What follows belongs to an exercise in optimizing a design on an open flow for small area; a production flow would make more cautious choices.
The RTL was checked by simulation tests, not by an equivalence proof against the original design.

==> flow/design.v, too long to show whole: its modules and the start of the top module <==
// module fir_tap_mult_path: 48 lines
// module fir_tap_mac: 569 lines
// module fir_tap_cpa48: 133 lines
// module fir_tap_add48: 93 lines
// module fir_tap_add27: 51 lines
// module fir_tap_addend_path: 12 lines
// module fir_tap_post_adder: 37 lines
// module fir_tap_top: 33 lines
module fir_tap_top (
    input  wire         clk_i,
    input  wire         rst_i,
    input  fir_tap_pkg::tap_sample_t sample_i,
    input  fir_tap_pkg::coeff_ctrl_t coeff_ctrl_i,
    input  fir_tap_pkg::acc_t        c_i,
    input  fir_tap_pkg::acc_t        pcin_i,
    output fir_tap_pkg::acc_t        p_o
);
  // ...
==> flow/flow/run.sh <==
#!/bin/bash
# Own layout flow: the standard ORFS flow, with
#  - synthesis mapped by ABC for area (flow/abc.script) instead of ORFS's delay script;
#    everything else in synthesis, and so every register, is as in the standard synthesis
#  - port buffers of the smallest buffer cell, and no dummy clock-tree loads.
# Each step's full output is in orfs/logs/; make's own output in flow_*.log here.
set -euo pipefail
W=$(pwd)
F=$W/flow
export MY_ABC_SCRIPT=$F/abc.script
SYNTH="SYNTH_SCRIPT=$F/synth.tcl"
KNOBS=(ABC_AREA=1 ABC_CLOCK_PERIOD_IN_PS=7000
       "BUFFER_PORTS_ARGS=-buffer_cell sky130_fd_sc_hd__buf_1"
       "CTS_ARGS=-sink_clustering_enable -repair_clock_nets -dont_use_dummy_load")
if [[ -f $F/knobs.sh ]]; then source $F/knobs.sh; fi
make -C "$FLOW_HOME" DESIGN_CONFIG="$W/config.mk" WORK_HOME="$W/orfs" CLKGATE_MAP_FILE= \
  "$SYNTH" "${KNOBS[@]}" synth > "$W/flow_synth.log" 2>&1
make -C "$FLOW_HOME" DESIGN_CONFIG="$W/config.mk" WORK_HOME="$W/orfs" CLKGATE_MAP_FILE= \
  "$SYNTH" "${KNOBS[@]}" finish > "$W/flow_finish.log" 2>&1
R=$W/orfs/results/$FLOW_PLATFORM/fir_tap_top/base
: # left out here: write the final layout as DEF
==> flow/flow/abc.script <==
strash; dch -f; amap; topo; stime -c
==> flow/flow/knobs.sh <==
KNOBS=(ABC_AREA=1 ABC_CLOCK_PERIOD_IN_PS=7000
       "BUFFER_PORTS_ARGS=-buffer_cell sky130_fd_sc_hd__buf_1"
       "CTS_ARGS=-sink_clustering_enable -repair_clock_nets -dont_use_dummy_load -buf_list {sky130_fd_sc_hd__clkbuf_4 sky130_fd_sc_hd__clkbuf_8}"
       GPL_TIMING_DRIVEN=0)
==> flow/flow/synth.tcl <==
proc synth {args} { yosys synth -nofsm -noshare -noabc {*}$args }
proc abc {args} {
  set i [lsearch -exact $args -script]
  if {$i >= 0 && [info exists ::env(MY_ABC_SCRIPT)]} {
    set args [lreplace $args [expr {$i + 1}] [expr {$i + 1}] $::env(MY_ABC_SCRIPT)]
  }
  yosys abc {*}$args
}
source $::env(SCRIPTS_DIR)/synth.tcl
# left out here: clear keep_hierarchy, flatten, clean up, hide names made inside functions, write 1_2_yosys.v
==> flow/standard.sh <==
#!/bin/bash
# synth_recipe.tcl (not shown) runs the flow's synth.tcl, then flattens the netlist and writes it again
# the make line also repeats each setting of config.mk as NAME=value (left out here)
make -C /OpenROAD-flow-scripts/flow DESIGN_CONFIG=/design/flow/config.mk WORK_HOME=/design/flow/orfs CLKGATE_MAP_FILE= SYNTH_SCRIPT=/design/flow/synth_recipe.tcl "${@:-finish}"
==> flow/config.mk <==
export PLATFORM = sky130hd
export DESIGN_NAME = fir_tap_top
export DESIGN_NICKNAME = fir_tap_top
export VERILOG_FILES = /design/flow/design.v
export SDC_FILE = /design/flow/constraint.sdc
export NUM_CORES = 4
export LEC_CHECK = 0
export CAP_MARGIN = 20
export CORE_MARGIN = 2
export CORE_UTILIZATION = 40
export SLEW_MARGIN = 20
==> flow/constraint.sdc <==
create_clock -name core_clock -period 7.0 [get_ports {clk_i}]
set_input_delay 1.4000 -clock core_clock [delete_from_list [all_inputs] [get_ports {clk_i}]]
set_output_delay 1.4000 -clock core_clock [all_outputs]
set_load 0.01 [all_outputs]
==> metrics.md, run 1 <==
| Metric | Value |
|---|---|
| Reg-to-reg critical path endpoint | i_mult_path.mac_q[43] |
| Synth warnings | 3 |
| End of the critical path | i_mult_path.mac_q[43] |
| CTS Buffer Depth | 3 |
| Busiest metal layer after global routing | met2 |
| DIE AREA | 51300 um^2 |
| Slowest cell on crit path | fa_2 |
| Number of placed instances with taps included | 2835 |
| Post-synthesis cell type count | 32 |
| Register bit count reported by yosys | 276 |
| EDFF count, synth | 0 |
| Highest metal layer with signal wires | met4 |
| Largest net degree at the start of global routing | 62 |
| Cells resized by post-CTS repair | 150 |
| Average detailed-routed wire length per instance | 21.4 um |
| Total detailed-routing wirelength | 65.1 mm |
| Clock root buffer | clkbuf_8 |
| XOR/XNOR Fraction of Synth Area | 0% |
| Routed vias/inst | 5.75 |
| Source-to-sink clock delay at the later pin of the worst-skew pair | 0.65 ns |
| Fraction of final layout cells sized beyond drive strength 1 | 16.6% |
| Core area | 48800 um^2 |
| NumNets Final | 3004 |
| Count of TritonRoute iterations in the first routing pass | 8 |
| Required time of the worst setup path | 7.49 ns |
| Setup slack of the critical path after layout | -0.360 ns |
| Outcome | finished with violations |
| Commonest cells in the synthesized netlist | fa_1 (312), dfxtp_1 (276), nand2_1 (255), o21ai_0 (243), o22ai_1 (236) |
| Final HPWL DP | 41.3 mm |
| Total CTS buffers | 48 |
| Share of the final layout cell area in multi-input gates | 60.1% |
| PortBufs | 217 |
| Commonest cells after routing, fill and taps aside | fa_1 (271), dfxtp_1 (258), nand2_1 (252) |
| Post-layout util | 51.1% |
| Number of endpoints failing setup at the final stage | 7 |
| Worst-Margin Slew | 0.955 ns |
| Share of Yosys cell area claimed by the top area cell type | 31.6% |
| CTS tree | yes |
| Layout Check Fails | setup timing |
| Chip Height | 226 um |
==> module fir_tap_mult_path, before the edit <==
module fir_tap_mult_path (
    input  wire         clk_i,
    input  wire         rst_i,
    input  fir_tap_pkg::tap_sample_t sample_i,
    input  fir_tap_pkg::coeff_ctrl_t coeff_ctrl_i,
    input  fir_tap_pkg::acc_t        c_aligned_i,
    output fir_tap_pkg::acc_t        mac_o
);
    fir_tap_pkg::coeff_t coeff_load_q;
    fir_tap_pkg::coeff_t coeff_work_q;
    always_ff @(posedge clk_i) begin
        if (rst_i) begin
            coeff_load_q <= '0;
            coeff_work_q <= '0;
        end else begin
            if (coeff_ctrl_i.load) begin
                coeff_load_q <= coeff_ctrl_i.coeff;
            end
            if (coeff_ctrl_i.update) begin
                coeff_work_q <= coeff_load_q;
            end
        end
    end
    fir_tap_pkg::preadd_t preadd_q;
    fir_tap_pkg::coeff_t  coeff_s1_q;
    fir_tap_pkg::preadd_t preadd_sum;
    fir_tap_add27 i_preadd (
        .a (fir_tap_pkg::preadd_t'(sample_i.d)),
        .b (fir_tap_pkg::preadd_t'(sample_i.a)),
        .s (preadd_sum)
    );
    always_ff @(posedge clk_i) begin
        preadd_q   <= preadd_sum;
        coeff_s1_q <= coeff_work_q;
    end
    fir_tap_pkg::acc_t mac;
    fir_tap_pkg::acc_t mac_q;
    fir_tap_mac i_mac (
        .da_i (preadd_q),
        .w_i  (coeff_s1_q),
        .c_i  (c_aligned_i),
        .x_o  (mac)
    );
    always_ff @(posedge clk_i) begin
        mac_q <= mac;
    end
    assign mac_o = mac_q;
endmodule
==> module fir_tap_mac, before the edit <==
module fir_tap_mac (
    input  wire [26:0] da_i,
    input  wire [17:0] w_i,
    input  wire [47:0] c_i,
    output wire [47:0] x_o
);
    wire [27:0] x  = {da_i[26], da_i};
    wire [28:0] x1 = {x, 1'b0};
    wire [18:0] wb = {w_i, 1'b0};
    wire [8:0] one, two, neg;
    wire [27:0] pp0;
    wire [27:0] pp1;
    wire [27:0] pp2;
    wire [27:0] pp3;
    wire [27:0] pp4;
    wire [27:0] pp5;
    wire [27:0] pp6;
    wire [27:0] pp7;
    wire [27:0] pp8;
    genvar j;
    generate
        for (j = 0; j < 9; j++) begin : g_booth
            assign one[j] = wb[2*j+1] ^ wb[2*j];
            assign two[j] = (wb[2*j+2] & ~wb[2*j+1] & ~wb[2*j]) | (~wb[2*j+2] & wb[2*j+1] & wb[2*j]);
            assign neg[j] = wb[2*j+2];
        end
    endgenerate
    assign pp0 = (({28{one[0]}} & x) | ({28{two[0]}} & x1[27:0])) ^ {28{neg[0]}};
    assign pp1 = (({28{one[1]}} & x) | ({28{two[1]}} & x1[27:0])) ^ {28{neg[1]}};
    assign pp2 = (({28{one[2]}} & x) | ({28{two[2]}} & x1[27:0])) ^ {28{neg[2]}};
    assign pp3 = (({28{one[3]}} & x) | ({28{two[3]}} & x1[27:0])) ^ {28{neg[3]}};
    assign pp4 = (({28{one[4]}} & x) | ({28{two[4]}} & x1[27:0])) ^ {28{neg[4]}};
    assign pp5 = (({28{one[5]}} & x) | ({28{two[5]}} & x1[27:0])) ^ {28{neg[5]}};
    assign pp6 = (({28{one[6]}} & x) | ({28{two[6]}} & x1[27:0])) ^ {28{neg[6]}};
    assign pp7 = (({28{one[7]}} & x) | ({28{two[7]}} & x1[27:0])) ^ {28{neg[7]}};
    assign pp8 = (({28{one[8]}} & x) | ({28{two[8]}} & x1[27:0])) ^ {28{neg[8]}};
    wire t1, t2, t3, t4, t5, t6, t7, t8, t9, t10, t11, t12, t13, t14, t15, t16, t17, t18, t19, t20, t21, t22, t23, t24, t25, t26, t27, t28, t29, t30, t31, t32, t33, t34, t35, t36, t37, t38, t39, t40, t41, t42, t43, t44, t45, t46, t47, t48, t49, t50, t51, t52, t53, t54, t55, t56, t57, t58, t59, t60, t61, t62, t63, t64, t65, t66, t67, t68, t69, t70, t71, t72, t73, t74, t75, t76, t77, t78, t79, t80, t81, t82, t83, t84, t85, t86, t87, t88, t89, t90, t91, t92, t93, t94, t95, t96, t97, t98, t99, t100, t101, t102, t103, t104, t105, t106, t107, t108, t109, t110, t111, t112, t113, t114, t115, t116, t117, t118, t119, t120, t121, t122, t123, t124, t125, t126, t127, t128, t129, t130, t131, t132, t133, t134, t135, t136, t137, t138, t139, t140, t141, t142, t143, t144, t145, t146, t147, t148, t149, t150, t151, t152, t153, t154, t155, t156, t157, t158, t159, t160, t161, t162, t163, t164, t165, t166, t167, t168, t169, t170, t171, t172, t173, t174, t175, t176, t177, t178, t179, t180, t181, t182, t183, t184, t185, t186, t187, t188, t189, t190, t191, t192, t193, t194, t195, t196, t197, t198, t199, t200, t201, t202, t203, t204, t205, t206, t207, t208, t209, t210, t211, t212, t213, t214, t215, t216, t217, t218, t219, t220, t221, t222, t223, t224, t225, t226, t227, t228, t229, t230, t231, t232, t233, t234, t235, t236, t237, t238, t239, t240, t241, t242, t243, t244, t245, t246, t247, t248, t249, t250, t251, t252, t253, t254, t255, t256, t257, t258, t259, t260, t261, t262, t263, t264, t265, t266, t267, t268, t269, t270, t271, t272, t273, t274, t275, t276, t277, t278, t279, t280, t281, t282, t283, t284, t285, t286, t287, t288, t289, t290, t291, t292, t293, t294, t295, t296, t297, t298, t299, t300, t301, t302, t303, t304, t305, t306, t307, t308, t309, t310, t311, t312, t313, t314, t315, t316, t317, t318, t319, t320, t321, t322, t323, t324, t325, t326, t327, t328, t329, t330, t331, t332, t333, t334, t335, t336, t337, t338, t339, t340, t341, t342, t343, t344, t345, t346, t347, t348, t349, t350, t351, t352, t353, t354, t355, t356, t357, t358, t359, t360, t361, t362, t363, t364, t365, t366, t367, t368, t369, t370, t371, t372, t373, t374, t375, t376, t377, t378, t379, t380, t381, t382, t383, t384, t385, t386, t387, t388, t389, t390, t391, t392, t393, t394, t395, t396, t397, t398, t399, t400, t401, t402, t403, t404, t405, t406, t407, t408, t409, t410, t411, t412, t413, t414, t415, t416, t417, t418, t419, t420, t421, t422, t423, t424, t425, t426, t427, t428, t429, t430, t431, t432, t433, t434, t435, t436, t437, t438, t439, t440, t441, t442, t443, t444, t445, t446, t447, t448, t449, t450, t451, t452, t453, t454, t455, t456, t457, t458, t459, t460, t461, t462, t463, t464, t465, t466, t467, t468, t469, t470, t471, t472, t473, t474, t475, t476, t477, t478, t479, t480, t481, t482, t483, t484, t485, t486, t487, t488, t489, t490, t491, t492, t493, t494, t495, t496, t497, t498, t499, t500, t501, t502, t503, t504, t505, t506, t507, t508, t509, t510, t511, t512, t513, t514, t515, t516, t517, t518, t519, t520, t521, t522, t523, t524, t525, t526, t527, t528;
    assign t1 = c_i[14] ^ pp0[14];
    assign t2 = c_i[14] & pp0[14];
    assign t3 = c_i[15] ^ pp0[15];
    assign t4 = c_i[15] & pp0[15];
    assign t5 = c_i[16] ^ pp0[16] ^ pp1[14];
    assign t6 = (c_i[16] & pp0[16]) | (pp1[14] & (c_i[16] ^ pp0[16]));
    assign t7 = pp2[12] ^ pp3[10];
    assign t8 = pp2[12] & pp3[10];
    assign t9 = c_i[17] ^ pp0[17] ^ pp1[15];
    assign t10 = (c_i[17] & pp0[17]) | (pp1[15] & (c_i[17] ^ pp0[17]));
    assign t11 = pp2[13] ^ pp3[11];
    assign t12 = pp2[13] & pp3[11];
    assign t13 = c_i[18] ^ pp0[18] ^ pp1[16];
    assign t14 = (c_i[18] & pp0[18]) | (pp1[16] & (c_i[18] ^ pp0[18]));
    assign t15 = pp2[14] ^ pp3[12];
    assign t16 = pp2[14] & pp3[12];
    assign t17 = c_i[19] ^ pp0[19] ^ pp1[17];
    assign t18 = (c_i[19] & pp0[19]) | (pp1[17] & (c_i[19] ^ pp0[19]));
    assign t19 = pp2[15] ^ pp3[13];
    assign t20 = pp2[15] & pp3[13];
    assign t21 = c_i[20] ^ pp0[20] ^ pp1[18];
    assign t22 = (c_i[20] & pp0[20]) | (pp1[18] & (c_i[20] ^ pp0[20]));
    assign t23 = pp2[16] ^ pp3[14];
    assign t24 = pp2[16] & pp3[14];
    assign t25 = c_i[21] ^ pp0[21] ^ pp1[19];
    assign t26 = (c_i[21] & pp0[21]) | (pp1[19] & (c_i[21] ^ pp0[21]));
    assign t27 = pp2[17] ^ pp3[15];
    assign t28 = pp2[17] & pp3[15];
    assign t29 = c_i[22] ^ pp0[22] ^ pp1[20];
    assign t30 = (c_i[22] & pp0[22]) | (pp1[20] & (c_i[22] ^ pp0[22]));
    assign t31 = pp2[18] ^ pp3[16];
    assign t32 = pp2[18] & pp3[16];
    assign t33 = c_i[23] ^ pp0[23] ^ pp1[21];
    assign t34 = (c_i[23] & pp0[23]) | (pp1[21] & (c_i[23] ^ pp0[23]));
    assign t35 = pp2[19] ^ pp3[17];
    assign t36 = pp2[19] & pp3[17];
    assign t37 = c_i[24] ^ pp0[24] ^ pp1[22];
    assign t38 = (c_i[24] & pp0[24]) | (pp1[22] & (c_i[24] ^ pp0[24]));
    assign t39 = pp2[20] ^ pp3[18];
    assign t40 = pp2[20] & pp3[18];
    assign t41 = c_i[25] ^ pp0[25] ^ pp1[23];
    assign t42 = (c_i[25] & pp0[25]) | (pp1[23] & (c_i[25] ^ pp0[25]));
    assign t43 = pp2[21] ^ pp3[19];
    assign t44 = pp2[21] & pp3[19];
    assign t45 = c_i[26] ^ pp0[26] ^ pp1[24];
    assign t46 = (c_i[26] & pp0[26]) | (pp1[24] & (c_i[26] ^ pp0[26]));
    assign t47 = pp2[22] ^ pp3[20];
    assign t48 = pp2[22] & pp3[20];
    assign t49 = c_i[27] ^ ~pp0[27] ^ pp1[25];
    assign t50 = (c_i[27] & ~pp0[27]) | (pp1[25] & (c_i[27] ^ ~pp0[27]));
    assign t51 = pp2[23] ^ pp3[21] ^ pp4[19];
    assign t52 = (pp2[23] & pp3[21]) | (pp4[19] & (pp2[23] ^ pp3[21]));
    assign t53 = c_i[28] ^ pp1[26] ^ pp2[24];
    assign t54 = (c_i[28] & pp1[26]) | (pp2[24] & (c_i[28] ^ pp1[26]));
    assign t55 = pp3[22] ^ pp4[20];
    assign t56 = pp3[22] & pp4[20];
    assign t57 = c_i[29] ^ ~pp1[27] ^ pp2[25];
    assign t58 = (c_i[29] & ~pp1[27]) | (pp2[25] & (c_i[29] ^ ~pp1[27]));
    assign t59 = c_i[30] ^ pp2[26];
    assign t60 = c_i[30] & pp2[26];
    assign t61 = c_i[8] ^ pp0[8];
    assign t62 = c_i[8] & pp0[8];
    assign t63 = c_i[9] ^ pp0[9];
    assign t64 = c_i[9] & pp0[9];
    assign t65 = c_i[10] ^ pp0[10] ^ pp1[8];
    assign t66 = (c_i[10] & pp0[10]) | (pp1[8] & (c_i[10] ^ pp0[10]));
    assign t67 = pp2[6] ^ pp3[4];
    assign t68 = pp2[6] & pp3[4];
    assign t69 = c_i[11] ^ pp0[11] ^ pp1[9];
    assign t70 = (c_i[11] & pp0[11]) | (pp1[9] & (c_i[11] ^ pp0[11]));
    assign t71 = pp2[7] ^ pp3[5];
    assign t72 = pp2[7] & pp3[5];
    assign t73 = c_i[12] ^ pp0[12] ^ pp1[10];
    assign t74 = (c_i[12] & pp0[12]) | (pp1[10] & (c_i[12] ^ pp0[12]));
    assign t75 = pp2[8] ^ pp3[6] ^ pp4[4];
    assign t76 = (pp2[8] & pp3[6]) | (pp4[4] & (pp2[8] ^ pp3[6]));
    assign t77 = pp5[2] ^ pp6[0];
    assign t78 = pp5[2] & pp6[0];
    assign t79 = c_i[13] ^ pp0[13] ^ pp1[11];
    assign t80 = (c_i[13] & pp0[13]) | (pp1[11] & (c_i[13] ^ pp0[13]));
    assign t81 = pp2[9] ^ pp3[7] ^ pp4[5];
    assign t82 = (pp2[9] & pp3[7]) | (pp4[5] & (pp2[9] ^ pp3[7]));
    assign t83 = pp5[3] ^ pp6[1];
    assign t84 = pp5[3] & pp6[1];
    assign t85 = t1 ^ pp1[12] ^ pp2[10];
    assign t86 = (t1 & pp1[12]) | (pp2[10] & (t1 ^ pp1[12]));
    assign t87 = pp3[8] ^ pp4[6] ^ pp5[4];
    assign t88 = (pp3[8] & pp4[6]) | (pp5[4] & (pp3[8] ^ pp4[6]));
    assign t89 = pp6[2] ^ pp7[0] ^ neg[7];
    assign t90 = (pp6[2] & pp7[0]) | (neg[7] & (pp6[2] ^ pp7[0]));
    assign t91 = t3 ^ pp1[13] ^ pp2[11];
    assign t92 = (t3 & pp1[13]) | (pp2[11] & (t3 ^ pp1[13]));
    assign t93 = pp3[9] ^ pp4[7] ^ pp5[5];
    assign t94 = (pp3[9] & pp4[7]) | (pp5[5] & (pp3[9] ^ pp4[7]));
    assign t95 = pp6[3] ^ pp7[1] ^ t2;
    assign t96 = (pp6[3] & pp7[1]) | (t2 & (pp6[3] ^ pp7[1]));
    assign t97 = t5 ^ t7 ^ pp4[8];
    assign t98 = (t5 & t7) | (pp4[8] & (t5 ^ t7));
    assign t99 = pp5[6] ^ pp6[4] ^ pp7[2];
    assign t100 = (pp5[6] & pp6[4]) | (pp7[2] & (pp5[6] ^ pp6[4]));
    assign t101 = pp8[0] ^ neg[8] ^ t4;
    assign t102 = (pp8[0] & neg[8]) | (t4 & (pp8[0] ^ neg[8]));
    assign t103 = t9 ^ t11 ^ pp4[9];
    assign t104 = (t9 & t11) | (pp4[9] & (t9 ^ t11));
    assign t105 = pp5[7] ^ pp6[5] ^ pp7[3];
    assign t106 = (pp5[7] & pp6[5]) | (pp7[3] & (pp5[7] ^ pp6[5]));
    assign t107 = pp8[1] ^ t6 ^ t8;
    assign t108 = (pp8[1] & t6) | (t8 & (pp8[1] ^ t6));
    assign t109 = t13 ^ t15 ^ pp4[10];
    assign t110 = (t13 & t15) | (pp4[10] & (t13 ^ t15));
    assign t111 = pp5[8] ^ pp6[6] ^ pp7[4];
    assign t112 = (pp5[8] & pp6[6]) | (pp7[4] & (pp5[8] ^ pp6[6]));
    assign t113 = pp8[2] ^ t10 ^ t12;
    assign t114 = (pp8[2] & t10) | (t12 & (pp8[2] ^ t10));
    assign t115 = t17 ^ t19 ^ pp4[11];
    assign t116 = (t17 & t19) | (pp4[11] & (t17 ^ t19));
    assign t117 = pp5[9] ^ pp6[7] ^ pp7[5];
    assign t118 = (pp5[9] & pp6[7]) | (pp7[5] & (pp5[9] ^ pp6[7]));
    assign t119 = pp8[3] ^ t14 ^ t16;
    assign t120 = (pp8[3] & t14) | (t16 & (pp8[3] ^ t14));
    assign t121 = t21 ^ t23 ^ pp4[12];
    assign t122 = (t21 & t23) | (pp4[12] & (t21 ^ t23));
    assign t123 = pp5[10] ^ pp6[8] ^ pp7[6];
    assign t124 = (pp5[10] & pp6[8]) | (pp7[6] & (pp5[10] ^ pp6[8]));
    assign t125 = pp8[4] ^ t18 ^ t20;
    assign t126 = (pp8[4] & t18) | (t20 & (pp8[4] ^ t18));
    assign t127 = t25 ^ t27 ^ pp4[13];
    assign t128 = (t25 & t27) | (pp4[13] & (t25 ^ t27));
    assign t129 = pp5[11] ^ pp6[9] ^ pp7[7];
    assign t130 = (pp5[11] & pp6[9]) | (pp7[7] & (pp5[11] ^ pp6[9]));
    assign t131 = pp8[5] ^ t22 ^ t24;
    assign t132 = (pp8[5] & t22) | (t24 & (pp8[5] ^ t22));
    assign t133 = t29 ^ t31 ^ pp4[14];
    assign t134 = (t29 & t31) | (pp4[14] & (t29 ^ t31));
    assign t135 = pp5[12] ^ pp6[10] ^ pp7[8];
    assign t136 = (pp5[12] & pp6[10]) | (pp7[8] & (pp5[12] ^ pp6[10]));
    assign t137 = pp8[6] ^ t26 ^ t28;
    assign t138 = (pp8[6] & t26) | (t28 & (pp8[6] ^ t26));
    assign t139 = t33 ^ t35 ^ pp4[15];
    assign t140 = (t33 & t35) | (pp4[15] & (t33 ^ t35));
    assign t141 = pp5[13] ^ pp6[11] ^ pp7[9];
    assign t142 = (pp5[13] & pp6[11]) | (pp7[9] & (pp5[13] ^ pp6[11]));
    assign t143 = pp8[7] ^ t30 ^ t32;
    assign t144 = (pp8[7] & t30) | (t32 & (pp8[7] ^ t30));
    assign t145 = t37 ^ t39 ^ pp4[16];
    assign t146 = (t37 & t39) | (pp4[16] & (t37 ^ t39));
    assign t147 = pp5[14] ^ pp6[12] ^ pp7[10];
    assign t148 = (pp5[14] & pp6[12]) | (pp7[10] & (pp5[14] ^ pp6[12]));
    assign t149 = pp8[8] ^ t34 ^ t36;
    assign t150 = (pp8[8] & t34) | (t36 & (pp8[8] ^ t34));
    assign t151 = t41 ^ t43 ^ pp4[17];
    assign t152 = (t41 & t43) | (pp4[17] & (t41 ^ t43));
    assign t153 = pp5[15] ^ pp6[13] ^ pp7[11];
    assign t154 = (pp5[15] & pp6[13]) | (pp7[11] & (pp5[15] ^ pp6[13]));
    assign t155 = pp8[9] ^ t38 ^ t40;
    assign t156 = (pp8[9] & t38) | (t40 & (pp8[9] ^ t38));
    assign t157 = t45 ^ t47 ^ pp4[18];
    assign t158 = (t45 & t47) | (pp4[18] & (t45 ^ t47));
    assign t159 = pp5[16] ^ pp6[14] ^ pp7[12];
    assign t160 = (pp5[16] & pp6[14]) | (pp7[12] & (pp5[16] ^ pp6[14]));
    assign t161 = pp8[10] ^ t42 ^ t44;
    assign t162 = (pp8[10] & t42) | (t44 & (pp8[10] ^ t42));
    assign t163 = t49 ^ t51 ^ pp5[17];
    assign t164 = (t49 & t51) | (pp5[17] & (t49 ^ t51));
    assign t165 = pp6[15] ^ pp7[13] ^ pp8[11];
    assign t166 = (pp6[15] & pp7[13]) | (pp8[11] & (pp6[15] ^ pp7[13]));
    assign t167 = 1'b1 ^ t46 ^ t48;
    assign t168 = (1'b1 & t46) | (t48 & (1'b1 ^ t46));
    assign t169 = t53 ^ t55 ^ pp5[18];
    assign t170 = (t53 & t55) | (pp5[18] & (t53 ^ t55));
    assign t171 = pp6[16] ^ pp7[14] ^ pp8[12];
    assign t172 = (pp6[16] & pp7[14]) | (pp8[12] & (pp6[16] ^ pp7[14]));
    assign t173 = 1'b1 ^ t50 ^ t52;
    assign t174 = (1'b1 & t50) | (t52 & (1'b1 ^ t50));
    assign t175 = t57 ^ pp3[23] ^ pp4[21];
    assign t176 = (t57 & pp3[23]) | (pp4[21] & (t57 ^ pp3[23]));
    assign t177 = pp5[19] ^ pp6[17] ^ pp7[15];
    assign t178 = (pp5[19] & pp6[17]) | (pp7[15] & (pp5[19] ^ pp6[17]));
    assign t179 = pp8[13] ^ t54 ^ t56;
    assign t180 = (pp8[13] & t54) | (t56 & (pp8[13] ^ t54));
    assign t181 = t59 ^ pp3[24] ^ pp4[22];
    assign t182 = (t59 & pp3[24]) | (pp4[22] & (t59 ^ pp3[24]));
    assign t183 = pp5[20] ^ pp6[18] ^ pp7[16];
    assign t184 = (pp5[20] & pp6[18]) | (pp7[16] & (pp5[20] ^ pp6[18]));
    assign t185 = pp8[14] ^ 1'b1 ^ t58;
    assign t186 = (pp8[14] & 1'b1) | (t58 & (pp8[14] ^ 1'b1));
    assign t187 = c_i[31] ^ ~pp2[27] ^ pp3[25];
    assign t188 = (c_i[31] & ~pp2[27]) | (pp3[25] & (c_i[31] ^ ~pp2[27]));
    assign t189 = pp4[23] ^ pp5[21] ^ pp6[19];
    assign t190 = (pp4[23] & pp5[21]) | (pp6[19] & (pp4[23] ^ pp5[21]));
    assign t191 = pp7[17] ^ pp8[15] ^ t60;
    assign t192 = (pp7[17] & pp8[15]) | (t60 & (pp7[17] ^ pp8[15]));
    assign t193 = c_i[32] ^ pp3[26] ^ pp4[24];
    assign t194 = (c_i[32] & pp3[26]) | (pp4[24] & (c_i[32] ^ pp3[26]));
    assign t195 = pp5[22] ^ pp6[20] ^ pp7[18];
    assign t196 = (pp5[22] & pp6[20]) | (pp7[18] & (pp5[22] ^ pp6[20]));
    assign t197 = pp8[16] ^ 1'b1;
    assign t198 = pp8[16] & 1'b1;
    assign t199 = c_i[33] ^ ~pp3[27] ^ pp4[25];
    assign t200 = (c_i[33] & ~pp3[27]) | (pp4[25] & (c_i[33] ^ ~pp3[27]));
    assign t201 = pp5[23] ^ pp6[21] ^ pp7[19];
    assign t202 = (pp5[23] & pp6[21]) | (pp7[19] & (pp5[23] ^ pp6[21]));
    assign t203 = c_i[34] ^ pp4[26] ^ pp5[24];
    assign t204 = (c_i[34] & pp4[26]) | (pp5[24] & (c_i[34] ^ pp4[26]));
    assign t205 = pp6[22] ^ pp7[20];
    assign t206 = pp6[22] & pp7[20];
    assign t207 = c_i[35] ^ ~pp4[27] ^ pp5[25];
    assign t208 = (c_i[35] & ~pp4[27]) | (pp5[25] & (c_i[35] ^ ~pp4[27]));
    assign t209 = c_i[36] ^ pp5[26];
    assign t210 = c_i[36] & pp5[26];
    assign t211 = c_i[4] ^ pp0[4];
    assign t212 = c_i[4] & pp0[4];
    assign t213 = c_i[5] ^ pp0[5];
    assign t214 = c_i[5] & pp0[5];
    assign t215 = c_i[6] ^ pp0[6] ^ pp1[4];
    assign t216 = (c_i[6] & pp0[6]) | (pp1[4] & (c_i[6] ^ pp0[6]));
    assign t217 = pp2[2] ^ pp3[0];
    assign t218 = pp2[2] & pp3[0];
    assign t219 = c_i[7] ^ pp0[7] ^ pp1[5];
    assign t220 = (c_i[7] & pp0[7]) | (pp1[5] & (c_i[7] ^ pp0[7]));
    assign t221 = pp2[3] ^ pp3[1];
    assign t222 = pp2[3] & pp3[1];
    assign t223 = t61 ^ pp1[6] ^ pp2[4];
    assign t224 = (t61 & pp1[6]) | (pp2[4] & (t61 ^ pp1[6]));
    assign t225 = pp3[2] ^ pp4[0] ^ neg[4];
    assign t226 = (pp3[2] & pp4[0]) | (neg[4] & (pp3[2] ^ pp4[0]));
    assign t227 = t63 ^ pp1[7] ^ pp2[5];
    assign t228 = (t63 & pp1[7]) | (pp2[5] & (t63 ^ pp1[7]));
    assign t229 = pp3[3] ^ pp4[1] ^ t62;
    assign t230 = (pp3[3] & pp4[1]) | (t62 & (pp3[3] ^ pp4[1]));
    assign t231 = t65 ^ t67 ^ pp4[2];
    assign t232 = (t65 & t67) | (pp4[2] & (t65 ^ t67));
    assign t233 = pp5[0] ^ neg[5] ^ t64;
    assign t234 = (pp5[0] & neg[5]) | (t64 & (pp5[0] ^ neg[5]));
    assign t235 = t69 ^ t71 ^ pp4[3];
    assign t236 = (t69 & t71) | (pp4[3] & (t69 ^ t71));
    assign t237 = pp5[1] ^ t66 ^ t68;
    assign t238 = (pp5[1] & t66) | (t68 & (pp5[1] ^ t66));
    assign t239 = t73 ^ t75 ^ t77;
    assign t240 = (t73 & t75) | (t77 & (t73 ^ t75));
    assign t241 = neg[6] ^ t70 ^ t72;
    assign t242 = (neg[6] & t70) | (t72 & (neg[6] ^ t70));
    assign t243 = t79 ^ t81 ^ t83;
    assign t244 = (t79 & t81) | (t83 & (t79 ^ t81));
    assign t245 = t74 ^ t76 ^ t78;
    assign t246 = (t74 & t76) | (t78 & (t74 ^ t76));
    assign t247 = t85 ^ t87 ^ t89;
    assign t248 = (t85 & t87) | (t89 & (t85 ^ t87));
    assign t249 = t80 ^ t82 ^ t84;
    assign t250 = (t80 & t82) | (t84 & (t80 ^ t82));
    assign t251 = t91 ^ t93 ^ t95;
    assign t252 = (t91 & t93) | (t95 & (t91 ^ t93));
    assign t253 = t86 ^ t88 ^ t90;
    assign t254 = (t86 & t88) | (t90 & (t86 ^ t88));
    assign t255 = t97 ^ t99 ^ t101;
    assign t256 = (t97 & t99) | (t101 & (t97 ^ t99));
    assign t257 = t92 ^ t94 ^ t96;
    assign t258 = (t92 & t94) | (t96 & (t92 ^ t94));
    assign t259 = t103 ^ t105 ^ t107;
    assign t260 = (t103 & t105) | (t107 & (t103 ^ t105));
    assign t261 = t98 ^ t100 ^ t102;
    assign t262 = (t98 & t100) | (t102 & (t98 ^ t100));
    assign t263 = t109 ^ t111 ^ t113;
    assign t264 = (t109 & t111) | (t113 & (t109 ^ t111));
    assign t265 = t104 ^ t106 ^ t108;
    assign t266 = (t104 & t106) | (t108 & (t104 ^ t106));
    assign t267 = t115 ^ t117 ^ t119;
    assign t268 = (t115 & t117) | (t119 & (t115 ^ t117));
    assign t269 = t110 ^ t112 ^ t114;
    assign t270 = (t110 & t112) | (t114 & (t110 ^ t112));
    assign t271 = t121 ^ t123 ^ t125;
    assign t272 = (t121 & t123) | (t125 & (t121 ^ t123));
    assign t273 = t116 ^ t118 ^ t120;
    assign t274 = (t116 & t118) | (t120 & (t116 ^ t118));
    assign t275 = t127 ^ t129 ^ t131;
    assign t276 = (t127 & t129) | (t131 & (t127 ^ t129));
    assign t277 = t122 ^ t124 ^ t126;
    assign t278 = (t122 & t124) | (t126 & (t122 ^ t124));
    assign t279 = t133 ^ t135 ^ t137;
    assign t280 = (t133 & t135) | (t137 & (t133 ^ t135));
    assign t281 = t128 ^ t130 ^ t132;
    assign t282 = (t128 & t130) | (t132 & (t128 ^ t130));
    assign t283 = t139 ^ t141 ^ t143;
    assign t284 = (t139 & t141) | (t143 & (t139 ^ t141));
    assign t285 = t134 ^ t136 ^ t138;
    assign t286 = (t134 & t136) | (t138 & (t134 ^ t136));
    assign t287 = t145 ^ t147 ^ t149;
    assign t288 = (t145 & t147) | (t149 & (t145 ^ t147));
    assign t289 = t140 ^ t142 ^ t144;
    assign t290 = (t140 & t142) | (t144 & (t140 ^ t142));
    assign t291 = t151 ^ t153 ^ t155;
    assign t292 = (t151 & t153) | (t155 & (t151 ^ t153));
    assign t293 = t146 ^ t148 ^ t150;
    assign t294 = (t146 & t148) | (t150 & (t146 ^ t148));
    assign t295 = t157 ^ t159 ^ t161;
    assign t296 = (t157 & t159) | (t161 & (t157 ^ t159));
    assign t297 = t152 ^ t154 ^ t156;
    assign t298 = (t152 & t154) | (t156 & (t152 ^ t154));
    assign t299 = t163 ^ t165 ^ t167;
    assign t300 = (t163 & t165) | (t167 & (t163 ^ t165));
    assign t301 = t158 ^ t160 ^ t162;
    assign t302 = (t158 & t160) | (t162 & (t158 ^ t160));
    assign t303 = t169 ^ t171 ^ t173;
    assign t304 = (t169 & t171) | (t173 & (t169 ^ t171));
    assign t305 = t164 ^ t166 ^ t168;
    assign t306 = (t164 & t166) | (t168 & (t164 ^ t166));
    assign t307 = t175 ^ t177 ^ t179;
    assign t308 = (t175 & t177) | (t179 & (t175 ^ t177));
    assign t309 = t170 ^ t172 ^ t174;
    assign t310 = (t170 & t172) | (t174 & (t170 ^ t172));
    assign t311 = t181 ^ t183 ^ t185;
    assign t312 = (t181 & t183) | (t185 & (t181 ^ t183));
    assign t313 = t176 ^ t178 ^ t180;
    assign t314 = (t176 & t178) | (t180 & (t176 ^ t178));
    assign t315 = t187 ^ t189 ^ t191;
    assign t316 = (t187 & t189) | (t191 & (t187 ^ t189));
    assign t317 = t182 ^ t184 ^ t186;
    assign t318 = (t182 & t184) | (t186 & (t182 ^ t184));
    assign t319 = t193 ^ t195 ^ t197;
    assign t320 = (t193 & t195) | (t197 & (t193 ^ t195));
    assign t321 = t188 ^ t190 ^ t192;
    assign t322 = (t188 & t190) | (t192 & (t188 ^ t190));
    assign t323 = t199 ^ t201 ^ pp8[17];
    assign t324 = (t199 & t201) | (pp8[17] & (t199 ^ t201));
    assign t325 = t194 ^ t196 ^ t198;
    assign t326 = (t194 & t196) | (t198 & (t194 ^ t196));
    assign t327 = t203 ^ t205 ^ pp8[18];
    assign t328 = (t203 & t205) | (pp8[18] & (t203 ^ t205));
    assign t329 = 1'b1 ^ t200 ^ t202;
    assign t330 = (1'b1 & t200) | (t202 & (1'b1 ^ t200));
    assign t331 = t207 ^ pp6[23] ^ pp7[21];
    assign t332 = (t207 & pp6[23]) | (pp7[21] & (t207 ^ pp6[23]));
    assign t333 = pp8[19] ^ t204 ^ t206;
    assign t334 = (pp8[19] & t204) | (t206 & (pp8[19] ^ t204));
    assign t335 = t209 ^ pp6[24] ^ pp7[22];
    assign t336 = (t209 & pp6[24]) | (pp7[22] & (t209 ^ pp6[24]));
    assign t337 = pp8[20] ^ 1'b1 ^ t208;
    assign t338 = (pp8[20] & 1'b1) | (t208 & (pp8[20] ^ 1'b1));
    assign t339 = c_i[37] ^ ~pp5[27] ^ pp6[25];
    assign t340 = (c_i[37] & ~pp5[27]) | (pp6[25] & (c_i[37] ^ ~pp5[27]));
    assign t341 = pp7[23] ^ pp8[21] ^ t210;
    assign t342 = (pp7[23] & pp8[21]) | (t210 & (pp7[23] ^ pp8[21]));
    assign t343 = c_i[38] ^ pp6[26] ^ pp7[24];
    assign t344 = (c_i[38] & pp6[26]) | (pp7[24] & (c_i[38] ^ pp6[26]));
    assign t345 = pp8[22] ^ 1'b1;
    assign t346 = pp8[22] & 1'b1;
    assign t347 = c_i[39] ^ ~pp6[27] ^ pp7[25];
    assign t348 = (c_i[39] & ~pp6[27]) | (pp7[25] & (c_i[39] ^ ~pp6[27]));
    assign t349 = c_i[40] ^ pp7[26];
    assign t350 = c_i[40] & pp7[26];
    assign t351 = c_i[2] ^ pp0[2];
    assign t352 = c_i[2] & pp0[2];
    assign t353 = c_i[3] ^ pp0[3];
    assign t354 = c_i[3] & pp0[3];
    assign t355 = t211 ^ pp1[2] ^ pp2[0];
    assign t356 = (t211 & pp1[2]) | (pp2[0] & (t211 ^ pp1[2]));
    assign t357 = t213 ^ pp1[3] ^ pp2[1];
    assign t358 = (t213 & pp1[3]) | (pp2[1] & (t213 ^ pp1[3]));
    assign t359 = t215 ^ t217 ^ neg[3];
    assign t360 = (t215 & t217) | (neg[3] & (t215 ^ t217));
    assign t361 = t219 ^ t221 ^ t216;
    assign t362 = (t219 & t221) | (t216 & (t219 ^ t221));
    assign t363 = t223 ^ t225 ^ t220;
    assign t364 = (t223 & t225) | (t220 & (t223 ^ t225));
    assign t365 = t227 ^ t229 ^ t224;
    assign t366 = (t227 & t229) | (t224 & (t227 ^ t229));
    assign t367 = t231 ^ t233 ^ t228;
    assign t368 = (t231 & t233) | (t228 & (t231 ^ t233));
    assign t369 = t235 ^ t237 ^ t232;
    assign t370 = (t235 & t237) | (t232 & (t235 ^ t237));
    assign t371 = t239 ^ t241 ^ t236;
    assign t372 = (t239 & t241) | (t236 & (t239 ^ t241));
    assign t373 = t243 ^ t245 ^ t240;
    assign t374 = (t243 & t245) | (t240 & (t243 ^ t245));
    assign t375 = t247 ^ t249 ^ t244;
    assign t376 = (t247 & t249) | (t244 & (t247 ^ t249));
    assign t377 = t251 ^ t253 ^ t248;
    assign t378 = (t251 & t253) | (t248 & (t251 ^ t253));
    assign t379 = t255 ^ t257 ^ t252;
    assign t380 = (t255 & t257) | (t252 & (t255 ^ t257));
    assign t381 = t259 ^ t261 ^ t256;
    assign t382 = (t259 & t261) | (t256 & (t259 ^ t261));
    assign t383 = t263 ^ t265 ^ t260;
    assign t384 = (t263 & t265) | (t260 & (t263 ^ t265));
    assign t385 = t267 ^ t269 ^ t264;
    assign t386 = (t267 & t269) | (t264 & (t267 ^ t269));
    assign t387 = t271 ^ t273 ^ t268;
    assign t388 = (t271 & t273) | (t268 & (t271 ^ t273));
    assign t389 = t275 ^ t277 ^ t272;
    assign t390 = (t275 & t277) | (t272 & (t275 ^ t277));
    assign t391 = t279 ^ t281 ^ t276;
    assign t392 = (t279 & t281) | (t276 & (t279 ^ t281));
    assign t393 = t283 ^ t285 ^ t280;
    assign t394 = (t283 & t285) | (t280 & (t283 ^ t285));
    assign t395 = t287 ^ t289 ^ t284;
    assign t396 = (t287 & t289) | (t284 & (t287 ^ t289));
    assign t397 = t291 ^ t293 ^ t288;
    assign t398 = (t291 & t293) | (t288 & (t291 ^ t293));
    assign t399 = t295 ^ t297 ^ t292;
    assign t400 = (t295 & t297) | (t292 & (t295 ^ t297));
    assign t401 = t299 ^ t301 ^ t296;
    assign t402 = (t299 & t301) | (t296 & (t299 ^ t301));
    assign t403 = t303 ^ t305 ^ t300;
    assign t404 = (t303 & t305) | (t300 & (t303 ^ t305));
    assign t405 = t307 ^ t309 ^ t304;
    assign t406 = (t307 & t309) | (t304 & (t307 ^ t309));
    assign t407 = t311 ^ t313 ^ t308;
    assign t408 = (t311 & t313) | (t308 & (t311 ^ t313));
    assign t409 = t315 ^ t317 ^ t312;
    assign t410 = (t315 & t317) | (t312 & (t315 ^ t317));
    assign t411 = t319 ^ t321 ^ t316;
    assign t412 = (t319 & t321) | (t316 & (t319 ^ t321));
    assign t413 = t323 ^ t325 ^ t320;
    assign t414 = (t323 & t325) | (t320 & (t323 ^ t325));
    assign t415 = t327 ^ t329 ^ t324;
    assign t416 = (t327 & t329) | (t324 & (t327 ^ t329));
    assign t417 = t331 ^ t333 ^ t328;
    assign t418 = (t331 & t333) | (t328 & (t331 ^ t333));
    assign t419 = t335 ^ t337 ^ t332;
    assign t420 = (t335 & t337) | (t332 & (t335 ^ t337));
    assign t421 = t339 ^ t341 ^ t336;
    assign t422 = (t339 & t341) | (t336 & (t339 ^ t341));
    assign t423 = t343 ^ t345 ^ t340;
    assign t424 = (t343 & t345) | (t340 & (t343 ^ t345));
    assign t425 = t347 ^ pp8[23] ^ t344;
    assign t426 = (t347 & pp8[23]) | (t344 & (t347 ^ pp8[23]));
    assign t427 = t349 ^ pp8[24] ^ 1'b1;
    assign t428 = (t349 & pp8[24]) | (1'b1 & (t349 ^ pp8[24]));
    assign t429 = c_i[41] ^ ~pp7[27] ^ pp8[25];
    assign t430 = (c_i[41] & ~pp7[27]) | (pp8[25] & (c_i[41] ^ ~pp7[27]));
    assign t431 = c_i[42] ^ pp8[26];
    assign t432 = c_i[42] & pp8[26];
    assign t433 = c_i[0] ^ pp0[0];
    assign t434 = c_i[0] & pp0[0];
    assign t435 = c_i[1] ^ pp0[1];
    assign t436 = c_i[1] & pp0[1];
    assign t437 = t351 ^ pp1[0] ^ neg[1];
    assign t438 = (t351 & pp1[0]) | (neg[1] & (t351 ^ pp1[0]));
    assign t439 = t353 ^ pp1[1] ^ t352;
    assign t440 = (t353 & pp1[1]) | (t352 & (t353 ^ pp1[1]));
    assign t441 = t355 ^ neg[2] ^ t354;
    assign t442 = (t355 & neg[2]) | (t354 & (t355 ^ neg[2]));
    assign t443 = t357 ^ t212 ^ t356;
    assign t444 = (t357 & t212) | (t356 & (t357 ^ t212));
    assign t445 = t359 ^ t214 ^ t358;
    assign t446 = (t359 & t214) | (t358 & (t359 ^ t214));
    assign t447 = t361 ^ t218 ^ t360;
    assign t448 = (t361 & t218) | (t360 & (t361 ^ t218));
    assign t449 = t363 ^ t222 ^ t362;
    assign t450 = (t363 & t222) | (t362 & (t363 ^ t222));
    assign t451 = t365 ^ t226 ^ t364;
    assign t452 = (t365 & t226) | (t364 & (t365 ^ t226));
    assign t453 = t367 ^ t230 ^ t366;
    assign t454 = (t367 & t230) | (t366 & (t367 ^ t230));
    assign t455 = t369 ^ t234 ^ t368;
    assign t456 = (t369 & t234) | (t368 & (t369 ^ t234));
    assign t457 = t371 ^ t238 ^ t370;
    assign t458 = (t371 & t238) | (t370 & (t371 ^ t238));
    assign t459 = t373 ^ t242 ^ t372;
    assign t460 = (t373 & t242) | (t372 & (t373 ^ t242));
    assign t461 = t375 ^ t246 ^ t374;
    assign t462 = (t375 & t246) | (t374 & (t375 ^ t246));
    assign t463 = t377 ^ t250 ^ t376;
    assign t464 = (t377 & t250) | (t376 & (t377 ^ t250));
    assign t465 = t379 ^ t254 ^ t378;
    assign t466 = (t379 & t254) | (t378 & (t379 ^ t254));
    assign t467 = t381 ^ t258 ^ t380;
    assign t468 = (t381 & t258) | (t380 & (t381 ^ t258));
    assign t469 = t383 ^ t262 ^ t382;
    assign t470 = (t383 & t262) | (t382 & (t383 ^ t262));
    assign t471 = t385 ^ t266 ^ t384;
    assign t472 = (t385 & t266) | (t384 & (t385 ^ t266));
    assign t473 = t387 ^ t270 ^ t386;
    assign t474 = (t387 & t270) | (t386 & (t387 ^ t270));
    assign t475 = t389 ^ t274 ^ t388;
    assign t476 = (t389 & t274) | (t388 & (t389 ^ t274));
    assign t477 = t391 ^ t278 ^ t390;
    assign t478 = (t391 & t278) | (t390 & (t391 ^ t278));
    assign t479 = t393 ^ t282 ^ t392;
    assign t480 = (t393 & t282) | (t392 & (t393 ^ t282));
    assign t481 = t395 ^ t286 ^ t394;
    assign t482 = (t395 & t286) | (t394 & (t395 ^ t286));
    assign t483 = t397 ^ t290 ^ t396;
    assign t484 = (t397 & t290) | (t396 & (t397 ^ t290));
    assign t485 = t399 ^ t294 ^ t398;
    assign t486 = (t399 & t294) | (t398 & (t399 ^ t294));
    assign t487 = t401 ^ t298 ^ t400;
    assign t488 = (t401 & t298) | (t400 & (t401 ^ t298));
    assign t489 = t403 ^ t302 ^ t402;
    assign t490 = (t403 & t302) | (t402 & (t403 ^ t302));
    assign t491 = t405 ^ t306 ^ t404;
    assign t492 = (t405 & t306) | (t404 & (t405 ^ t306));
    assign t493 = t407 ^ t310 ^ t406;
    assign t494 = (t407 & t310) | (t406 & (t407 ^ t310));
    assign t495 = t409 ^ t314 ^ t408;
    assign t496 = (t409 & t314) | (t408 & (t409 ^ t314));
    assign t497 = t411 ^ t318 ^ t410;
    assign t498 = (t411 & t318) | (t410 & (t411 ^ t318));
    assign t499 = t413 ^ t322 ^ t412;
    assign t500 = (t413 & t322) | (t412 & (t413 ^ t322));
    assign t501 = t415 ^ t326 ^ t414;
    assign t502 = (t415 & t326) | (t414 & (t415 ^ t326));
    assign t503 = t417 ^ t330 ^ t416;
    assign t504 = (t417 & t330) | (t416 & (t417 ^ t330));
    assign t505 = t419 ^ t334 ^ t418;
    assign t506 = (t419 & t334) | (t418 & (t419 ^ t334));
    assign t507 = t421 ^ t338 ^ t420;
    assign t508 = (t421 & t338) | (t420 & (t421 ^ t338));
    assign t509 = t423 ^ t342 ^ t422;
    assign t510 = (t423 & t342) | (t422 & (t423 ^ t342));
    assign t511 = t425 ^ t346 ^ t424;
    assign t512 = (t425 & t346) | (t424 & (t425 ^ t346));
    assign t513 = t427 ^ t348 ^ t426;
    assign t514 = (t427 & t348) | (t426 & (t427 ^ t348));
    assign t515 = t429 ^ t350 ^ t428;
    assign t516 = (t429 & t350) | (t428 & (t429 ^ t350));
    assign t517 = t431 ^ 1'b1 ^ t430;
    assign t518 = (t431 & 1'b1) | (t430 & (t431 ^ 1'b1));
    assign t519 = c_i[43] ^ ~pp8[27] ^ t432;
    assign t520 = (c_i[43] & ~pp8[27]) | (t432 & (c_i[43] ^ ~pp8[27]));
    assign t521 = c_i[44] ^ 1'b1;
    assign t522 = c_i[44] & 1'b1;
    assign t523 = c_i[45] ^ 1'b1;
    assign t524 = c_i[45] & 1'b1;
    assign t525 = c_i[46] ^ 1'b1;
    assign t526 = c_i[46] & 1'b1;
    assign t527 = c_i[47] ^ 1'b1;
    assign t528 = c_i[47] & 1'b1;
    wire [47:0] row_a = {t527, t525, t523, t521, t519, t517, t515, t513, t511, t509, t507, t505, t503, t501, t499, t497, t495, t493, t491, t489, t487, t485, t483, t481, t479, t477, t475, t473, t471, t469, t467, t465, t463, t461, t459, t457, t455, t453, t451, t449, t447, t445, t443, t441, t439, t437, t435, t433};
    wire [47:0] row_b = {t526, t524, t522, t520, t518, t516, t514, t512, t510, t508, t506, t504, t502, t500, t498, t496, t494, t492, t490, t488, t486, t484, t482, t480, t478, t476, t474, t472, t470, t468, t466, t464, t462, t460, t458, t456, t454, t452, t450, t448, t446, t444, t442, t440, t438, t436, t434, neg[0]};
    fir_tap_cpa48 i_cpa (.a(row_a), .b(row_b), .s(x_o));
endmodule
==> run 2: changes to the inputs <==
--- a/flow/design.v
+++ b/flow/design.v
@@ -47,7 +47,14 @@
         end
     end
     fir_tap_pkg::preadd_t preadd_q;
-    fir_tap_pkg::coeff_t  coeff_s1_q;
+    logic [8:0] one, two, neg;
+    logic [8:0] one_s1_q, two_s1_q, neg_s1_q;
+    fir_tap_booth_enc i_booth_enc (
+        .w_i   (coeff_work_q),
+        .one_o (one),
+        .two_o (two),
+        .neg_o (neg)
+    );
     fir_tap_pkg::preadd_t preadd_sum;
     fir_tap_add27 i_preadd (
         .a (fir_tap_pkg::preadd_t'(sample_i.d)),
@@ -56,15 +63,19 @@
     );
     always_ff @(posedge clk_i) begin
         preadd_q   <= preadd_sum;
-        coeff_s1_q <= coeff_work_q;
+        one_s1_q   <= one;
+        two_s1_q   <= two;
+        neg_s1_q   <= neg;
     end
     fir_tap_pkg::acc_t mac;
     fir_tap_pkg::acc_t mac_q;
     fir_tap_mac i_mac (
-        .da_i (preadd_q),
-        .w_i  (coeff_s1_q),
-        .c_i  (c_aligned_i),
-        .x_o  (mac)
+        .da_i  (preadd_q),
+        .one_i (one_s1_q),
+        .two_i (two_s1_q),
+        .neg_i (neg_s1_q),
+        .c_i   (c_aligned_i),
+        .x_o   (mac)
     );
     always_ff @(posedge clk_i) begin
         mac_q <= mac;
@@ -75,14 +86,15 @@
 `default_nettype none
 module fir_tap_mac (
     input  wire [26:0] da_i,
-    input  wire [17:0] w_i,
+    input  wire [8:0]  one_i,    
+    input  wire [8:0]  two_i,    
+    input  wire [8:0]  neg_i,    
     input  wire [47:0] c_i,
     output wire [47:0] x_o
 );
     wire [27:0] x  = {da_i[26], da_i};
     wire [28:0] x1 = {x, 1'b0};
-    wire [18:0] wb = {w_i, 1'b0};
-    wire [8:0] one, two, neg;
+    wire [8:0] one = one_i, two = two_i, neg = neg_i;
     wire [27:0] pp0;
     wire [27:0] pp1;
     wire [27:0] pp2;
@@ -92,14 +104,6 @@
     wire [27:0] pp6;
     wire [27:0] pp7;
     wire [27:0] pp8;
-    genvar j;
-    generate
-        for (j = 0; j < 9; j++) begin : g_booth
-            assign one[j] = wb[2*j+1] ^ wb[2*j];
-            assign two[j] = (wb[2*j+2] & ~wb[2*j+1] & ~wb[2*j]) | (~wb[2*j+2] & wb[2*j+1] & wb[2*j]);
-            assign neg[j] = wb[2*j+2];
-        end
-    endgenerate
     assign pp0 = (({28{one[0]}} & x) | ({28{two[0]}} & x1[27:0])) ^ {28{neg[0]}};
     assign pp1 = (({28{one[1]}} & x) | ({28{two[1]}} & x1[27:0])) ^ {28{neg[1]}};
     assign pp2 = (({28{one[2]}} & x) | ({28{two[2]}} & x1[27:0])) ^ {28{neg[2]}};
@@ -642,6 +646,22 @@
     wire [47:0] row_b = {t526, t524, t522, t520, t518, t516, t514, t512, t510, t508, t506, t504, t502, t500, t498, t496, t494, t492, t490, t488, t486, t484, t482, t480, t478, t476, t474, t472, t470, t468, t466, t464, t462, t460, t458, t456, t454, t452, t450, t448, t446, t444, t442, t440, t438, t436, t434, neg[0]};
     fir_tap_cpa48 i_cpa (.a(row_a), .b(row_b), .s(x_o));
 endmodule
+module fir_tap_booth_enc (
+    input  wire [17:0] w_i,
+    output wire [8:0]  one_o,
+    output wire [8:0]  two_o,
+    output wire [8:0]  neg_o
+);
+    wire [18:0] wb = {w_i, 1'b0};
+    genvar j;
+    generate
+        for (j = 0; j < 9; j++) begin : g_digit
+            assign one_o[j] = wb[2*j+1] ^ wb[2*j];
+            assign two_o[j] = (wb[2*j+2] & ~wb[2*j+1] & ~wb[2*j]) | (~wb[2*j+2] & wb[2*j+1] & wb[2*j]);
+            assign neg_o[j] = wb[2*j+2];
+        end
+    endgenerate
+endmodule
 module fir_tap_cpa48 (input wire [47:0] a, input wire [47:0] b, output wire [47:0] s);
     wire [47:0] p = a ^ b;
     wire [47:0] g = a & b;
==> flow/flow/abc.script (replaced) <==
strash; dch; map -a; topo; stime -c
==> flow/flow/knobs.sh (replaced) <==
KNOBS=(ABC_AREA=1 ABC_CLOCK_PERIOD_IN_PS=7000
       "BUFFER_PORTS_ARGS=-buffer_cell sky130_fd_sc_hd__buf_1"
       "CTS_ARGS=-sink_clustering_enable -repair_clock_nets -dont_use_dummy_load -buf_list {sky130_fd_sc_hd__clkbuf_4 sky130_fd_sc_hd__clkbuf_8}"
       GPL_TIMING_DRIVEN=0)
KNOBS+=(CORE_UTILIZATION=55 REMOVE_ABC_BUFFERS=1)
==> metrics.md, run 2 <==
| Metric | Value |
|---|---|
| Outcome | no timing/DRC/antenna violations |
| PortBufs | 217 (unchanged) |
| Average footprint of a synthesized cell | 10.7 um^2 |
| FILL cells | 3060 |
| Routed vias/inst | 5.72 (-0.60%) |
| Type of destination of the critical path | flop |
| Summed negative setup slack over all endpoints | 0 ns |
| DRC Markers | 0 |
| CTS Buffer Depth | 3 (unchanged) |
| GRT Resource Usage Total | 27.8% |
| Synth warnings | 3 (unchanged) |
| Number of placed instances with taps included | 2601 (-8.3%) |
| Initial antenna violation count | 2 |
| Worst-case clock skew | 0.0820 ns |
| Minimum clock period after layout | 6.75 ns |
| Main flop type after synthesis | dfxtp_1 |
| Count of TritonRoute iterations in the first routing pass | 6 (-2) |
| Post-synthesis cell type count | 27 (-16%) |
| Total CTS buffers | 46 (-4.2%) |
| Largest net degree at the start of global routing | 37 (-40%) |
| Source-to-sink clock delay at the later pin of the worst-skew pair | 0.63 ns (-0.02 ns) |
| Portion of the post-synthesis area used by sequential elements | 28.0% |
| Share of Yosys cell area claimed by the top area cell type | 30.7% (-0.88 points) |
| Final instance count without filler cells | 2686 |
| Average detailed-routed wire length per instance | 19.8 um (-7.4%) |
| Timing-limited maximum frequency | 148 MHz |
| Type of element launching the critical path | flop |
| Hold Buf Count CTS | 0 |
| Critical path start-end classification | flop to flop |
| Row count | 70 |
| Chip Height | 196 um (-13%) |
| Synthesized instance count | 1904 |
| Overflow left after global routing | 0 |
| Number of endpoints failing setup at the final stage | 0 (-7) |
| Largest fanout on the critical path | 13 |
| Leading cell type by number of instances after synthesis | fa_1 |
| Vias in the first global route | 15780 |
| EDFF count, synth | 0 (unchanged) |
| Clock input transition at the sequential cells of the worst setup and hold paths | 0.06 ns |
| Worst Hold Class | flop to flop |
| Seq. cell area | 5750 um^2 |
| Fraction of final layout cells sized beyond drive strength 1 | 8.79% (-7.8 points) |
| Final Hold Fails | 0 |
| Vias after detailed routing | 15351 |
| DIE AREA | 38600 um^2 (-25%) |
| Biggest area contributors in the synthesized netlist | fa_1 (31%), dfxtp_1 (28%), xor2_1 (11%) |
| Commonest cells in the synthesized netlist | fa_1 (312), dfxtp_1 (285), xor2_1 (256), clkinv_1 (251), o22ai_1 (234) |
| Drt initial violations | 1215 |
| Effective utilization at floorplan | 55.7% |
| Layout overhead on the synthesized area | 14.9% |
| Antenna cell count | 0 |
| Register bit count reported by yosys | 285 (+3.3%) |
| Async S/R FF share, synth | 0% |
| Clock root buffer | clkbuf_8 |
| Antenna Violating Nets Remaining | 0 |
| Final Max Slew Viols | 0 |
| Width of the die | 196 um |
| Max Cap Violations | 0 |
| Worst-Margin Slew | 0.575 ns (-0.380 ns) |
| Synth Cell Area | 20400 um^2 |
| Global-route wire length before repair | 82.9 mm |
| Worst path arrival time | 7.26 ns |
| Final HPWL DP | 37.7 mm (-8.7%) |
| Total I/O pin count | 218 |
| Total area of multi-input combinational cells | 13800 um^2 |
| Commonest cells after routing, fill and taps aside | fa_1 (304), dfxtp_1 (265), xor2_1 (256) |
| Largest area contributor in the netlist | fa_1 |
| Post-layout util | 64.0% (+13 points) |
| Commonest non-fill, non-tap cell in the layout | fa_1 |
| Number of clock sinks | 285 |
| Fraction of the cycle the final worst path needs | 96.5% |
| # H-tree levels | 2 |
| Total detailed-routing wirelength | 53.2 mm (-18%) |
| Routability Congestion | 0.865 |
| Required time of the worst setup path | 7.50 ns (about the same) |
| Core area | 36500 um^2 (-25%) |
| NumNets Final | 2843 (-5.4%) |
| Remaining max-slew budget at the tightest pin | 61.7% |
| CTS tree | yes |
[run 2: changes by cell type after synthesis, moves of 7 or more]
cell / change
a21o_1: -9
a211oi_1: -13
nand2_1: -212
a221o_1: -7
dfxtp_1: +9
clkinv_1: +149
o21a_1: +10
nor2_1: +91
a21oi_1: +20
xnor2_1: +10
o21ai_0: -206
nor2b_1: -86
xor2_1: +256
a22oi_1: -36
[run 2: critical path: stages, from the launching register on]
cell and delay, ns:
dfxtp_4 0.42, inv_8 0.08, o22ai_1 0.22, xor2_1 0.18, ha_1 0.27, fa_1 0.47
fa_1 0.63, fa_1 0.46, fa_1 0.53, ha_1 0.35, nand3_1 0.10, nand3_1 0.06
a21oi_1 0.15, clkinv_1 0.12, nor2_4 0.20, inv_2 0.09, a21oi_4 0.20, clkinv_2 0.14
a21oi_4 0.21, o21ai_2 0.12, a211o_2 0.35, fa_1 0.39, fa_1 0.38, fa_1 0.38
xor2_1 0.14
[run 2: layout make-up]
type / count / area share [%]
well taps: 468 / 2.50
inverters: 251 / 5.10
multi-input cells: 1368 / 59.0
flip-flops and latches: 285 / 24.6
repair inverters: 5 / 0.123
repair buffers: 263 / 5.97
clock buffers: 46 / 2.71
[run 2: timing repair]
item | 4_1_cts | 5_1_grt
endpoints found under the setup margin | 26 | 10
pin swaps | 2 | 14
cloned | 2 | 6
setup buffers | 2 | 29
gates resized for setup | 81 | 59
[run 2: worst paths after layout]
| check | end | slack, ns | cells after the start | start |
|---|---|---|---|---|
| worst max-delay path | i_mult_path.mac_q[43] | 0.25 | 24 | i_mult_path.one_s1_q[0] |
| worst min-delay path | i_post_adder.mac_q[6] | 0.28 | 0 | i_mult_path.mac_q[6] |
| worst max register to register | i_mult_path.mac_q[43] | 0.25 | 24 | i_mult_path.one_s1_q[0] |
| worst min register to register | i_post_adder.mac_q[6] | 0.28 | 0 | i_mult_path.mac_q[6] |
[run 2: per-stage QoR]
step	hold slack (ns)	setup slack (ns)	instance area [um^2]
floorplan	0.310	-0.0584	20400
global placement	0.310	-1.55	21800
detailed placement	0.312	-1.59	22000
CTS	0.289	0.0129	22900
global route	0.294	-0.0391	23400
finish	0.276	0.246	23400
[run 2: layer usage]
metal	global-route usage, %	routed length (um)
met4	10.7	1770
met1	37.9	22200
met2	43.9	24000
met3	5.94	5240
met5	0	13
[run 2: cells by family (layout without fill, tap and decap cells)]
group	count (synthesis)	in the layout	share of synthesized area, %
xor+xnor	266	266	11.4
flops	285	285	28.0
buf+inv	251	565	4.63
compound gates	390	390	11.5
simple gates	259	259	5.03
fa+ha+maj	453	453	39.4
==> run 3: changes to the inputs <==
==> flow/flow/knobs.sh (replaced) <==
KNOBS=(ABC_AREA=1 ABC_CLOCK_PERIOD_IN_PS=7000
       "BUFFER_PORTS_ARGS=-buffer_cell sky130_fd_sc_hd__buf_1"
       "CTS_ARGS=-sink_clustering_enable -repair_clock_nets -dont_use_dummy_load -buf_list {sky130_fd_sc_hd__clkbuf_4 sky130_fd_sc_hd__clkbuf_8}"
       GPL_TIMING_DRIVEN=0)
==> metrics.md, run 3 <==
| Metric | Value |
|---|---|
| Outcome | no timing/DRC/antenna violations |
| Largest fanout on the critical path | 18 (+5) |
| Slowest cell on crit path | fa_1 |
| Routed vias/inst | 5.30 (-7.2%) |
| Antenna Violating Nets Remaining | 0 (unchanged) |
| FILL cells | 4766 (+56%) |
| Source-to-sink clock delay at the later pin of the worst-skew pair | 0.63 ns (about the same) |
| Critical path start-end classification | flop to flop |
| Row count | 82 (+17%) |
| EDFF count, synth | 0 (unchanged) |
| Total detailed-routing wirelength | 55.1 mm (+3.4%) |
| Commonest non-fill, non-tap cell in the layout | fa_1 |
| Final Hold Fails | 0 (unchanged) |
| Timing-limited maximum frequency | 150 MHz (+1.1%) |
| Routability Congestion | 0.870 (+0.55%) |
| Total CTS buffers | 49 (+6.5%) |
| Core area | 50200 um^2 (+37%) |
| GRT Resource Usage Total | 21.0% (-6.8 points) |
| Synth warnings | 3 (unchanged) |
| Minimum clock period after layout | 6.68 ns (-0.0729 ns) |
| DIE AREA | 52700 um^2 (+37%) |
| Leading cell type by number of instances after synthesis | fa_1 |
| Commonest cells after routing, fill and taps aside | fa_1 (306), dfxtp_1 (272), xor2_1 (255) |
| Commonest cells in the synthesized netlist | fa_1 (312), dfxtp_1 (285), xor2_1 (256), clkinv_1 (251), o22ai_1 (234) |
| Worst path arrival time | 7.21 ns (-0.05 ns) |
| Share of Yosys cell area claimed by the top area cell type | 30.7% (unchanged) |
| Vias after detailed routing | 15195 (-1.0%) |
| Effective utilization at floorplan | 40.6% (-15 points) |
| Count of TritonRoute iterations in the first routing pass | 5 (-1) |
| Highest metal layer with signal wires | met4 |
| # H-tree levels | 2 (unchanged) |
| Chip Height | 230 um (+17%) |
| Main flop type after synthesis | dfxtp_1 |
| Async S/R FF share, synth | 0% (unchanged) |
| Average detailed-routed wire length per instance | 19.2 um (-3.1%) |
| Hold Buf Count CTS | 0 (unchanged) |
| Type of destination of the critical path | flop |
| Cell-by-cell trace of the critical path | clkinv_4, o22ai_1, xor2_1, ha_1, fa_1, fa_1, fa_1, fa_1, ha_1, nand3_1, nand3_1, a21oi_1, clkinv_1, nor2_2, inv_2, a21oi_4, inv_2, a21oi_4, o21ai_2, a211o_2, fa_1, fa_1, fa_1, xor2_1 |
| Clock root buffer | clkbuf_8 |
| Remaining max-slew budget at the tightest pin | 61.3% (-0.39 points) |
| Layout overhead on the synthesized area | 14.5% |
| Met2 routed wirelength | 25.2 mm (+5.1%) |
| Width of the die | 230 um (+17%) |
| Final HPWL DP | 39.4 mm (+4.5%) |
| Final worst hold slack | 0.311 ns (+0.0350 ns) |
| Initial antenna violation count | 1 (-1) |
| CTS tree | yes |
| Drt initial violations | 1265 (+4.1%) |
| Number of endpoints failing setup at the final stage | 0 (unchanged) |
-- run 3: cell type report --
cell class / instances / area, um^2 / share of cell area [%]
Tap cell: 672 / 841 / 3.61
Timing Repair inverter: 3 / 15.0 / 0.0644
Sequential cell: 285 / 5730 / 24.6
Timing Repair Buffer: 237 / 1130 / 4.86
Antenna cell: 1 / 2.50 / 0.0107
Clock buffer: 49 / 674 / 2.89
Inverter: 251 / 1120 / 4.79
Multi-Input combinational cell: 1368 / 13800 / 59.2
-- run 3: what timing repair did --
action | 4_1_cts | 5_1_grt
endpoints found under the setup margin | 21 | 8
endpoints found under the hold margin | 0 | 0
pin swaps | 5 | 9
resized for setup | 81 | 30
gates cloned | 1 | 2
buffers inserted | 3 | 7
-- run 3: final timing paths --
kind	from	endpoint	slack (ns)	depth (start not counted)
worst max-delay path	i_mult_path.preadd_q[14]	i_mult_path.mac_q[43]	0.32	24
worst min-delay path	i_mult_path.mac_q[2]	i_post_adder.mac_q[2]	0.31	0
worst max register to register	i_mult_path.preadd_q[14]	i_mult_path.mac_q[43]	0.32	24
worst min register to register	i_mult_path.mac_q[2]	i_post_adder.mac_q[2]	0.31	0
-- run 3: stage by stage --
stage / std cells / setup WS (ns) / TNS (ns) / cell area (um^2)
global route: 2866 / -0.00157 / -0.00157 / 23300
finish: 2866 / 0.319 / 0 / 23300
floorplan: 1904 / 0.234 / 0 / 20400
CTS: 2856 / 0.00184 / 0 / 23100
global placement: 2793 / -1.40 / -18.58 / 22000
detailed placement: 2803 / -1.43 / -18.72 / 22200
-- run 3: routing by layer --
layer  GRT usage [%]  vias up
met1            26.8     7327
met4            8.85        0
met5               0        -
met3            5.30      183
li1                -     6929
met2            33.8      756
-- run 3: logic make-up after synthesis --
logic type               count (synthesis)  share of synthesized area [%]
buffers and inverters                  251                           4.63
adder cells (fa/ha/maj)                453                           39.4
XOR/XNOR                               266                           11.4
flip-flops                             285                           28.0
AO/OA/AOI/OAI                          390                           11.5
AND/OR/NAND/NOR                        259                           5.03

[separate check: timing with driven ports]
The flow's constraints put no driver on any port. The routed layouts listed below were extracted and timed again, unchanged, in two steps. Step 1, drivers: a clkbuf_16 drives clk_i and a buf_2 each remaining input, both assumed. Step 2 also shifts input and output timing later by t, the mid clock arrival at the registers, as if the neighbouring blocks saw the same clock. Slacks: ideal ports / drivers / drivers and shift; pairs: ideal ports / drivers.
run | shift t [ns] | slack for setup (ns) | worst setup path at the end | slew at the worst register clock pin (ns) | worst slew at a driven data input, ns
run 1 | 0.658 | -0.360 / -0.360 / -0.586 | input to register | 0.08 / 0.08 | 0.08
run 2 | 0.639 | 0.246 / 0.246 / -0.224 | input to register | 0.06 / 0.06 | 0.06
run 3 | 0.646 | 0.319 / 0.319 / -0.085 | input to register | 0.06 / 0.06 | 0.06
With both steps, setup timing fails in run 2 and run 3, where it was met with ideal ports. For run 2, which loses most, drivers alone change the setup slack by 0.000 ns; drivers and shift together by -0.470 ns.
